Source: an optimization exercise on an open RTL-to-GDS flow (aim: small area, a short achievable clock period and few clock cycles). Production flows keep margins and buffers that such runs may drop. RTL that was checked went through simulation tests only; none was proved equivalent to the original. Power and IR drop assume default switching activity.

==> inputs of run M <==
==> flow/design.v <==
`timescale 1ns / 1ps
`default_nettype none
package betc_pkg;
  localparam int ENTRIES_DEFAULT = 8;
  localparam int BLK_W    = 64;
  localparam int LEN_W    = 16;
  localparam int MODE_W   = 2;
  localparam int STATUS_W = 3;
  localparam logic [MODE_W-1:0] MODE_LOOKUP = 2'd0;
  localparam logic [MODE_W-1:0] MODE_FILL   = 2'd1;
  localparam logic [MODE_W-1:0] MODE_TRUNC  = 2'd2;
  localparam logic [STATUS_W-1:0] STATUS_MISS      = 3'd0;
  localparam logic [STATUS_W-1:0] STATUS_HIT       = 3'd1;
  localparam logic [STATUS_W-1:0] STATUS_FILLED    = 3'd2;
  localparam logic [STATUS_W-1:0] STATUS_REJECTED  = 3'd3;
  localparam logic [STATUS_W-1:0] STATUS_TRUNCATED = 3'd4;
endpackage
`default_nettype wire
`timescale 1ns / 1ps
`default_nettype none
module betc_ram #(
  parameter int WIDTH = 32,
  parameter int DEPTH = 8
) (
  input  wire logic                     clk,
  input  wire logic [DEPTH-1:0]         wr_sel,
  input  wire logic [WIDTH-1:0]         wr_data,
  output logic      [DEPTH*WIDTH-1:0]   rd_data
);
  logic [WIDTH-1:0] mem [DEPTH];
  always_ff @(posedge clk) begin
    for (int i = 0; i < DEPTH; i++) begin
      if (wr_sel[i]) begin
        mem[i] <= wr_data;
      end
    end
  end
  always_comb begin
    for (int i = 0; i < DEPTH; i++) begin
      rd_data[i*WIDTH +: WIDTH] = mem[i];
    end
  end
endmodule
`default_nettype wire
`timescale 1ns / 1ps
`default_nettype none
import betc_pkg::*;
module block_extent_translation_cache #(
  parameter int ENTRIES = ENTRIES_DEFAULT
) (
  input  wire logic                clk,
  input  wire logic                rst,
  input  wire logic                in_valid,
  output logic                     in_stall,
  input  wire logic [MODE_W-1:0]   mode,
  input  wire logic [BLK_W-1:0]    block_index,
  input  wire logic                create,
  input  wire logic [BLK_W-1:0]    extent_start,
  input  wire logic [BLK_W-1:0]    extent_phys,
  input  wire logic [LEN_W-1:0]    extent_count,
  input  wire logic [BLK_W-1:0]    eof_block,
  output logic                     out_valid,
  input  wire logic                out_stall,
  output logic      [STATUS_W-1:0] status,
  output logic      [BLK_W-1:0]    phys_block
);
  localparam int N     = ENTRIES;
  localparam int HI_W  = BLK_W - LEN_W;
  localparam int END_W = LEN_W + 1;
  localparam int ENT_W = 2 * BLK_W + END_W + 1;
  function automatic logic covers(input logic [BLK_W-1:0] b,
                                  input logic [HI_W-1:0]  bm1_hi,
                                  input logic             bnz,
                                  input logic [BLK_W-1:0] start,
                                  input logic [END_W-1:0] lend);
    logic lo_lt;
    logic hi_eq;
    logic hi_p1;
    lo_lt  = (b[LEN_W-1:0] < start[LEN_W-1:0]);
    hi_eq  = (b[BLK_W-1:LEN_W] == start[BLK_W-1:LEN_W]);
    hi_p1  = bnz && (bm1_hi == start[BLK_W-1:LEN_W]);
    covers = lo_lt ? (hi_p1 && ({1'b1, b[LEN_W-1:0]} < lend))
                   : (hi_eq && ({1'b0, b[LEN_W-1:0]} < lend));
  endfunction
  logic stall;
  logic              v1;
  logic [MODE_W-1:0] m1;
  logic              cr1;
  logic [BLK_W-1:0]  x1;
  logic [BLK_W-1:0]  xs1;
  logic [BLK_W-1:0]  xp1;
  logic [LEN_W-1:0]  xc1;
  logic              v2;
  logic [MODE_W-1:0] m2;
  logic              cr2;
  logic [BLK_W-1:0]  x2;
  logic [BLK_W-1:0]  xs2;
  logic [BLK_W-1:0]  nd2;
  logic [END_W-1:0]  end2;
  logic              hole2;
  logic              ok2;      
  logic [N-1:0]      cov2;
  logic [N-1:0]      clr2;
  logic              covf2;    
  logic              clrf2;
  logic                v3;
  logic [STATUS_W-1:0] st3;
  logic                z3;     
  logic [BLK_W-1:0]    b3;
  logic [BLK_W-1:0]    nd3;
  logic [N-1:0]        pend3;  
  logic                v4;
  logic [STATUS_W-1:0] st4;
  logic [BLK_W-1:0]    ph4;
  logic [N-1:0]       valid;
  logic [N-1:0]       mru;       
  logic [N-1:0]       victim;    
  logic [N-1:0]       last_wr;   
  logic [N-1:0]       wr_sel;
  logic [ENT_W-1:0]   wr_data;
  logic [N*ENT_W-1:0] tbl;
  logic [BLK_W-1:0]   e_ls  [N];
  logic [BLK_W-1:0]   e_nd  [N];
  logic [END_W-1:0]   e_end [N];
  logic [N-1:0]       e_hole;
  logic [HI_W-1:0]  xm1_hi;
  logic             xnz;
  logic [N-1:0]     c_cov;
  logic [N-1:0]     c_clr;
  logic [END_W-1:0] c_end;
  logic             c_ok;
  logic             c_hole;
  logic [N-1:0]     cov;
  logic [N-1:0]     clr;
  logic             hit_mru;
  logic [N-1:0]     others;
  logic [N-1:0]     first;
  logic [N-1:0]     hit_oh;
  logic             hit;
  logic [BLK_W-1:0] nd_sel;
  logic             zero3;
  logic [N-1:0]     victim_eff;
  logic [N-1:0]     victim_adv;
  logic [N-1:0]     victim_next;
  logic [N-1:0]     mru_next;
  logic [N-1:0]     valid_next;
  betc_ram #(
    .WIDTH (ENT_W),
    .DEPTH (N)
  ) u_table (
    .clk     (clk),
    .wr_sel  (wr_sel),
    .wr_data (wr_data),
    .rd_data (tbl)
  );
  always_comb begin
    for (int i = 0; i < N; i++) begin
      {e_ls[i], e_nd[i], e_end[i], e_hole[i]} = tbl[i*ENT_W +: ENT_W];
    end
  end
  assign stall    = v4 && out_stall;
  assign in_stall = stall;
  always_comb begin
    xm1_hi = x1[BLK_W-1:LEN_W] - 1'b1;
    xnz    = (x1[BLK_W-1:LEN_W] != '0);
    for (int i = 0; i < N; i++) begin
      c_cov[i] = covers(x1, xm1_hi, xnz, e_ls[i], e_end[i]);
      c_clr[i] = (x1 <= e_ls[i]);
    end
    c_end  = {1'b0, xs1[LEN_W-1:0]} + {1'b0, xc1};
    c_hole = (xp1 == '0);
    c_ok   = covers(x1, xm1_hi, xnz, xs1, c_end);
    c_ok   = cr1 ? (!c_hole && c_ok) : (c_hole || c_ok);
  end
  always_comb begin
    zero3      = z3 || (b3 == nd3);
    victim_eff = (|pend3 && zero3) ? pend3 : victim;
    victim_adv = {victim_eff[N-2:0], victim_eff[N-1]};
    for (int i = 0; i < N; i++) begin
      cov[i] = valid[i] && (last_wr[i] ? covf2 : cov2[i]);
      clr[i] = last_wr[i] ? clrf2 : clr2[i];
    end
    hit_mru = |(cov & mru);
    others  = cov & ~mru;
    first   = others & (~others + 1'b1);
    hit_oh  = hit_mru ? mru : first;
    hit     = |cov;
    nd_sel  = '0;
    for (int i = 0; i < N; i++) begin
      nd_sel = nd_sel | (e_nd[i] & {BLK_W{hit_oh[i]}});
    end
    victim_next = victim_eff;
    mru_next    = mru;
    valid_next  = valid;
    wr_sel      = '0;
    if (v2) begin
      case (m2)
        MODE_LOOKUP: begin
          if (hit) begin
            mru_next = hit_oh;
            if (!hit_mru && |(first & victim_eff)) begin
              victim_next = victim_adv;
            end
          end
        end
        MODE_FILL: begin
          if (ok2) begin
            wr_sel      = victim_eff;
            valid_next  = valid | victim_eff;
            mru_next    = victim_eff;
            victim_next = victim_adv;
          end
        end
        MODE_TRUNC: begin
          valid_next = valid & ~clr;
        end
        default: ;
      endcase
    end
    if (stall) begin
      wr_sel = '0;
    end
    wr_data = {xs2, nd2, end2, hole2};
  end
  always_ff @(posedge clk) begin
    if (rst) begin
      v1      <= 1'b0;
      v2      <= 1'b0;
      v3      <= 1'b0;
      v4      <= 1'b0;
      valid   <= '0;
      mru     <= N'(1);
      victim  <= N'(1);
      last_wr <= '0;
      pend3   <= '0;
    end else if (!stall) begin
      v1      <= in_valid;
      v2      <= v1;
      v3      <= v2;
      v4      <= v3;
      valid   <= valid_next;
      mru     <= mru_next;
      victim  <= victim_next;
      last_wr <= wr_sel;
      pend3   <= (v2 && m2 == MODE_LOOKUP && cr2 && hit) ? hit_oh : '0;
    end
  end
  always_ff @(posedge clk) begin
    if (!stall) begin
      m1  <= mode;
      cr1 <= create;
      x1  <= (mode == MODE_TRUNC) ? eof_block : block_index;
      xs1 <= extent_start;
      xp1 <= extent_phys;
      xc1 <= extent_count;
      m2    <= m1;
      cr2   <= cr1;
      x2    <= x1;
      xs2   <= xs1;
      nd2   <= xs1 - xp1;
      end2  <= c_end;
      hole2 <= c_hole;
      ok2   <= c_ok;
      cov2  <= c_cov;
      clr2  <= c_clr;
      covf2 <= covers(x1, xm1_hi, xnz, xs2, end2);
      clrf2 <= (x1 <= xs2);
      case (m2)
        MODE_LOOKUP: begin
          st3 <= hit ? STATUS_HIT : STATUS_MISS;
          z3  <= !hit || |(hit_oh & e_hole);
        end
        MODE_FILL: begin
          st3 <= ok2 ? STATUS_FILLED : STATUS_REJECTED;
          z3  <= !ok2 || hole2;
        end
        MODE_TRUNC: begin
          st3 <= STATUS_TRUNCATED;
          z3  <= 1'b1;
        end
        default: begin
          st3 <= STATUS_MISS;
          z3  <= 1'b1;
        end
      endcase
      b3  <= x2;
      nd3 <= (m2 == MODE_FILL) ? nd2 : nd_sel;
      st4 <= st3;
      ph4 <= z3 ? '0 : (b3 - nd3);
    end
  end
  assign out_valid  = v4;
  assign status     = st4;
  assign phys_block = ph4;
endmodule
`default_nettype wire
==> flow/run.sh <==
#!/bin/bash
# synth_recipe.tcl (not shown) runs the flow's synth.tcl, then flattens the netlist and writes it again
# the make line also repeats each setting of config.mk as NAME=value (left out here)
make -C /OpenROAD-flow-scripts/flow DESIGN_CONFIG=/design/flow/config.mk WORK_HOME=/design/flow/orfs CLKGATE_MAP_FILE= SYNTH_SCRIPT=/design/flow/synth_recipe.tcl finish
==> flow/config.mk <==
export PLATFORM = sky130hd
export DESIGN_NAME = block_extent_translation_cache
export DESIGN_NICKNAME = block_extent_translation_cache
export VERILOG_FILES = /design/flow/design.v
export SDC_FILE = /design/flow/constraint.sdc
export NUM_CORES = 4
export LEC_CHECK = 0
export CAP_MARGIN = 20
export CORE_MARGIN = 2
export CORE_UTILIZATION = 40
export SLEW_MARGIN = 20
==> flow/constraint.sdc <==
create_clock -name core_clock -period 9.0 [get_ports {clk}]
set_input_delay 1.8000 -clock core_clock [delete_from_list [all_inputs] [get_ports {clk}]]
set_output_delay 1.8000 -clock core_clock [all_outputs]
set_load 0.01 [all_outputs]
==> run H: changes against run M <==
--- a/flow/design.v
+++ b/flow/design.v
@@ -69,3 +69,3 @@
   localparam int END_W = LEN_W + 1;
-  localparam int ENT_W = 2 * BLK_W + END_W + 1;
+  localparam int ENT_W = 2 * BLK_W + END_W + 2;
   function automatic logic covers(input logic [BLK_W-1:0] b,
@@ -84,2 +84,12 @@
   endfunction
+  function automatic logic at_or_below(input logic [BLK_W-1:0] e,
+                                       input logic [BLK_W-1:0] start);
+    logic lo_le;
+    logic hi_eq;
+    logic hi_lt;
+    lo_le = (e[LEN_W-1:0] <= start[LEN_W-1:0]);
+    hi_eq = (e[BLK_W-1:LEN_W] == start[BLK_W-1:LEN_W]);
+    hi_lt = (e[BLK_W-1:LEN_W] < start[BLK_W-1:LEN_W]);
+    at_or_below = hi_lt || (hi_eq && lo_le);
+  endfunction
   logic stall;
@@ -89,5 +99,9 @@
   logic [BLK_W-1:0]  x1;
+  logic [HI_W-1:0]   xm1_hi;
+  logic              xnz;
   logic [BLK_W-1:0]  xs1;
   logic [BLK_W-1:0]  xp1;
-  logic [LEN_W-1:0]  xc1;
+  logic [END_W-1:0]  end1;
+  logic              hole1;
+  logic              zin1;
   logic              v2;
@@ -96,6 +110,2 @@
   logic [BLK_W-1:0]  x2;
-  logic [BLK_W-1:0]  xs2;
-  logic [BLK_W-1:0]  nd2;
-  logic [END_W-1:0]  end2;
-  logic              hole2;
   logic              ok2;      
@@ -103,4 +113,3 @@
   logic [N-1:0]      clr2;
-  logic              covf2;    
-  logic              clrf2;
+  logic [N-1:0]      zc2;      
   logic                v3;
@@ -110,3 +119,2 @@
   logic [BLK_W-1:0]    nd3;
-  logic [N-1:0]        pend3;  
   logic                v4;
@@ -114,2 +122,7 @@
   logic [BLK_W-1:0]    ph4;
+  logic                vs;
+  logic [STATUS_W-1:0] sts;
+  logic [BLK_W-1:0]    phs;
+  logic [BLK_W-1:0]    res_ph;
+  logic                r4_free;
   logic [N-1:0]       valid;
@@ -117,3 +130,2 @@
   logic [N-1:0]       victim;    
-  logic [N-1:0]       last_wr;   
   logic [N-1:0]       wr_sel;
@@ -125,11 +137,10 @@
   logic [N-1:0]       e_hole;
-  logic [HI_W-1:0]  xm1_hi;
-  logic             xnz;
+  logic [N-1:0]       e_zin;
   logic [N-1:0]     c_cov;
   logic [N-1:0]     c_clr;
-  logic [END_W-1:0] c_end;
+  logic [N-1:0]     c_zc;
+  logic [BLK_W-1:0] c_nd;
   logic             c_ok;
-  logic             c_hole;
+  logic             c_write;
   logic [N-1:0]     cov;
-  logic [N-1:0]     clr;
   logic             hit_mru;
@@ -139,5 +150,4 @@
   logic             hit;
+  logic [N-1:0]     sel_oh;
   logic [BLK_W-1:0] nd_sel;
-  logic             zero3;
-  logic [N-1:0]     victim_eff;
   logic [N-1:0]     victim_adv;
@@ -157,27 +167,23 @@
     for (int i = 0; i < N; i++) begin
-      {e_ls[i], e_nd[i], e_end[i], e_hole[i]} = tbl[i*ENT_W +: ENT_W];
+      {e_ls[i], e_nd[i], e_end[i], e_hole[i], e_zin[i]} = tbl[i*ENT_W +: ENT_W];
     end
   end
-  assign stall    = v4 && out_stall;
-  assign in_stall = stall;
+  assign stall    = vs;
+  assign in_stall = vs;
+  assign r4_free  = !v4 || !out_stall;
   always_comb begin
-    xm1_hi = x1[BLK_W-1:LEN_W] - 1'b1;
-    xnz    = (x1[BLK_W-1:LEN_W] != '0);
     for (int i = 0; i < N; i++) begin
       c_cov[i] = covers(x1, xm1_hi, xnz, e_ls[i], e_end[i]);
-      c_clr[i] = (x1 <= e_ls[i]);
+      c_clr[i] = at_or_below(x1, e_ls[i]);
+      c_zc[i]  = e_hole[i] || (e_zin[i] && (x1[LEN_W-1:0] == e_nd[i][LEN_W-1:0]));
     end
-    c_end  = {1'b0, xs1[LEN_W-1:0]} + {1'b0, xc1};
-    c_hole = (xp1 == '0);
-    c_ok   = covers(x1, xm1_hi, xnz, xs1, c_end);
-    c_ok   = cr1 ? (!c_hole && c_ok) : (c_hole || c_ok);
+    c_nd    = xs1 - xp1;
+    c_ok    = covers(x1, xm1_hi, xnz, xs1, end1);
+    c_ok    = cr1 ? (!hole1 && c_ok) : (hole1 || c_ok);
+    c_write = v1 && (m1 == MODE_FILL) && c_ok && !stall;
+    wr_data = {xs1, c_nd, end1, hole1, zin1};
   end
   always_comb begin
-    zero3      = z3 || (b3 == nd3);
-    victim_eff = (|pend3 && zero3) ? pend3 : victim;
-    victim_adv = {victim_eff[N-2:0], victim_eff[N-1]};
-    for (int i = 0; i < N; i++) begin
-      cov[i] = valid[i] && (last_wr[i] ? covf2 : cov2[i]);
-      clr[i] = last_wr[i] ? clrf2 : clr2[i];
-    end
+    victim_adv = {victim[N-2:0], victim[N-1]};
+    cov     = valid & cov2;
     hit_mru = |(cov & mru);
@@ -187,10 +193,5 @@
     hit     = |cov;
-    nd_sel  = '0;
-    for (int i = 0; i < N; i++) begin
-      nd_sel = nd_sel | (e_nd[i] & {BLK_W{hit_oh[i]}});
-    end
-    victim_next = victim_eff;
+    victim_next = victim;
     mru_next    = mru;
     valid_next  = valid;
-    wr_sel      = '0;
     if (v2) begin
@@ -200,5 +201,8 @@
             mru_next = hit_oh;
-            if (!hit_mru && |(first & victim_eff)) begin
+            if (!hit_mru && |(first & victim)) begin
               victim_next = victim_adv;
             end
+            if (cr2 && |(hit_oh & zc2)) begin
+              victim_next = hit_oh;
+            end
           end
@@ -207,5 +211,3 @@
           if (ok2) begin
-            wr_sel      = victim_eff;
-            valid_next  = valid | victim_eff;
-            mru_next    = victim_eff;
+            mru_next    = victim;
             victim_next = victim_adv;
@@ -214,3 +216,3 @@
         MODE_TRUNC: begin
-          valid_next = valid & ~clr;
+          valid_next = valid & ~clr2;
         end
@@ -219,6 +221,9 @@
     end
-    if (stall) begin
-      wr_sel = '0;
+    wr_sel = c_write ? victim_next : '0;
+    valid_next = valid_next | wr_sel;
+    sel_oh = (m2 == MODE_FILL) ? victim : hit_oh;
+    nd_sel = '0;
+    for (int i = 0; i < N; i++) begin
+      nd_sel = nd_sel | (e_nd[i] & {BLK_W{sel_oh[i]}});
     end
-    wr_data = {xs2, nd2, end2, hole2};
   end
@@ -226,21 +231,15 @@
     if (rst) begin
-      v1      <= 1'b0;
-      v2      <= 1'b0;
-      v3      <= 1'b0;
-      v4      <= 1'b0;
-      valid   <= '0;
-      mru     <= N'(1);
-      victim  <= N'(1);
-      last_wr <= '0;
-      pend3   <= '0;
+      v1     <= 1'b0;
+      v2     <= 1'b0;
+      v3     <= 1'b0;
+      valid  <= '0;
+      mru    <= N'(1);
+      victim <= N'(1);
     end else if (!stall) begin
-      v1      <= in_valid;
-      v2      <= v1;
-      v3      <= v2;
-      v4      <= v3;
-      valid   <= valid_next;
-      mru     <= mru_next;
-      victim  <= victim_next;
-      last_wr <= wr_sel;
-      pend3   <= (v2 && m2 == MODE_LOOKUP && cr2 && hit) ? hit_oh : '0;
+      v1     <= in_valid;
+      v2     <= v1;
+      v3     <= v2;
+      valid  <= valid_next;
+      mru    <= mru_next;
+      victim <= victim_next;
     end
@@ -252,17 +251,18 @@
       x1  <= (mode == MODE_TRUNC) ? eof_block : block_index;
+      xm1_hi <= block_index[BLK_W-1:LEN_W] - 1'b1;
+      xnz    <= (block_index[BLK_W-1:LEN_W] != '0);
       xs1 <= extent_start;
       xp1 <= extent_phys;
-      xc1 <= extent_count;
-      m2    <= m1;
-      cr2   <= cr1;
-      x2    <= x1;
-      xs2   <= xs1;
-      nd2   <= xs1 - xp1;
-      end2  <= c_end;
-      hole2 <= c_hole;
-      ok2   <= c_ok;
-      cov2  <= c_cov;
-      clr2  <= c_clr;
-      covf2 <= covers(x1, xm1_hi, xnz, xs2, end2);
-      clrf2 <= (x1 <= xs2);
+      end1  <= {1'b0, extent_start[LEN_W-1:0]} + {1'b0, extent_count};
+      hole1 <= (extent_phys == '0);
+      zin1  <= (extent_phys[BLK_W-1:LEN_W] == '1) && (extent_phys[LEN_W-1:0] != '0)
+               && ((END_W'(1) << LEN_W) - {1'b0, extent_phys[LEN_W-1:0]}
+                   < {1'b0, extent_count});
+      m2   <= m1;
+      cr2  <= cr1;
+      x2   <= x1;
+      ok2  <= c_ok;
+      cov2 <= c_cov;
+      clr2 <= c_clr;
+      zc2  <= c_zc;
       case (m2)
@@ -274,3 +274,3 @@
           st3 <= ok2 ? STATUS_FILLED : STATUS_REJECTED;
-          z3  <= !ok2 || hole2;
+          z3  <= !ok2 || |(victim & e_hole);
         end
@@ -286,5 +286,25 @@
       b3  <= x2;
-      nd3 <= (m2 == MODE_FILL) ? nd2 : nd_sel;
-      st4 <= st3;
-      ph4 <= z3 ? '0 : (b3 - nd3);
+      nd3 <= nd_sel;
+    end
+  end
+  assign res_ph = z3 ? '0 : (b3 - nd3);
+  always_ff @(posedge clk) begin
+    if (rst) begin
+      v4 <= 1'b0;
+      vs <= 1'b0;
+    end else if (r4_free) begin
+      v4 <= vs || v3;
+      vs <= 1'b0;
+    end else if (!vs && v3) begin
+      vs <= 1'b1;
+    end
+  end
+  always_ff @(posedge clk) begin
+    if (r4_free) begin
+      st4 <= vs ? sts : st3;
+      ph4 <= vs ? phs : res_ph;
+    end
+    if (!vs) begin
+      sts <= st3;
+      phs <= res_ph;
     end
--- a/flow/config.mk
+++ b/flow/config.mk
@@ -10,2 +10,3 @@
 export CORE_UTILIZATION = 40
+export SETUP_SLACK_MARGIN = 4.5
 export SLEW_MARGIN = 20
==> reports/qor.txt <==
drt via density: 5.76
Req. time, crit path: 9460 ps
grt met3 use: 0.0505
post-synth top area share: 0.559
Endpoint, Worst Hold: b3[36]$_DFFE_PN_
width of the die: 486 um
GPL Wtd Cong: 1.05
CP Buf/Inv Count: 3
starting density of the core: 0.403
Clk pwr share: 0.401
Core Area: 0.231 sq mm
min Tclk post-route: 4520 ps
CTS clock-pin slew for the worst setup and hold paths: 60 ps
status: timing/DRC/antenna clean
min-delay src: x2[36]$_DFFE_PN_
Setup crit end: u_table.mem[5][115]$_DFFE_PP_
mux contribution to synthesized area: 0.0128
Source of the figures above: run H

==> reports/qor.txt <==
status: timing/DRC/antenna clean
drt via density: 5.73
width of the die: 494 um
Req. time, crit path: 9740 ps
post-synth top area share: 0.567
GPL Wtd Cong: 1.05
min-delay src: x2[11]$_DFFE_PN_
Least-Margin Pin Slew: 1310 ps
Endpoint, Worst Hold: b3[11]$_DFFE_PN_
starting density of the core: 0.403
post-CTS setup buffers: 0
mux contribution to synthesized area: 0.0105
Core Area: 0.238 sq mm
CTS clock-pin slew for the worst setup and hold paths: 70 ps
Clk pwr share: 0.391
grt met3 use: 0.0512
min Tclk post-route: 5890 ps
Source of the figures above: run M

Testbench counts of run H, summed over its fixed seeds: cycles 20,032.
No functional check of the RTL was part of run M.

## afterwards: timing with drivers on the ports
In the flow no input, the clock included, has a driving cell. The finished layouts below were timed again as built, in two steps.
Step 1: set_driving_cell puts a clkbuf_16 on clk and a buf_2 on each other input, an assumption about the parent block.
Step 2 also shifts input and output timing later by t, the mid clock arrival at the registers, as if the neighbouring blocks saw the same clock.
Slacks: no drivers / after step 1 / after step 2; pairs: no drivers / after step 1.
run	shift t [ns]	slack for setup (ns)	worst setup path after step 2	latest minus earliest clock arrival (ns)
run M	0.954	3.111 / 3.111 / 3.111	register to register	0.065 / 0.065
run H	0.942	4.476 / 4.476 / 3.817	input to register	0.045 / 0.045
After both steps setup and hold are still met in every run listed. The setup slack of run H, which loses most, moves by 0.000 ns with the drivers and by -0.659 ns with both steps.
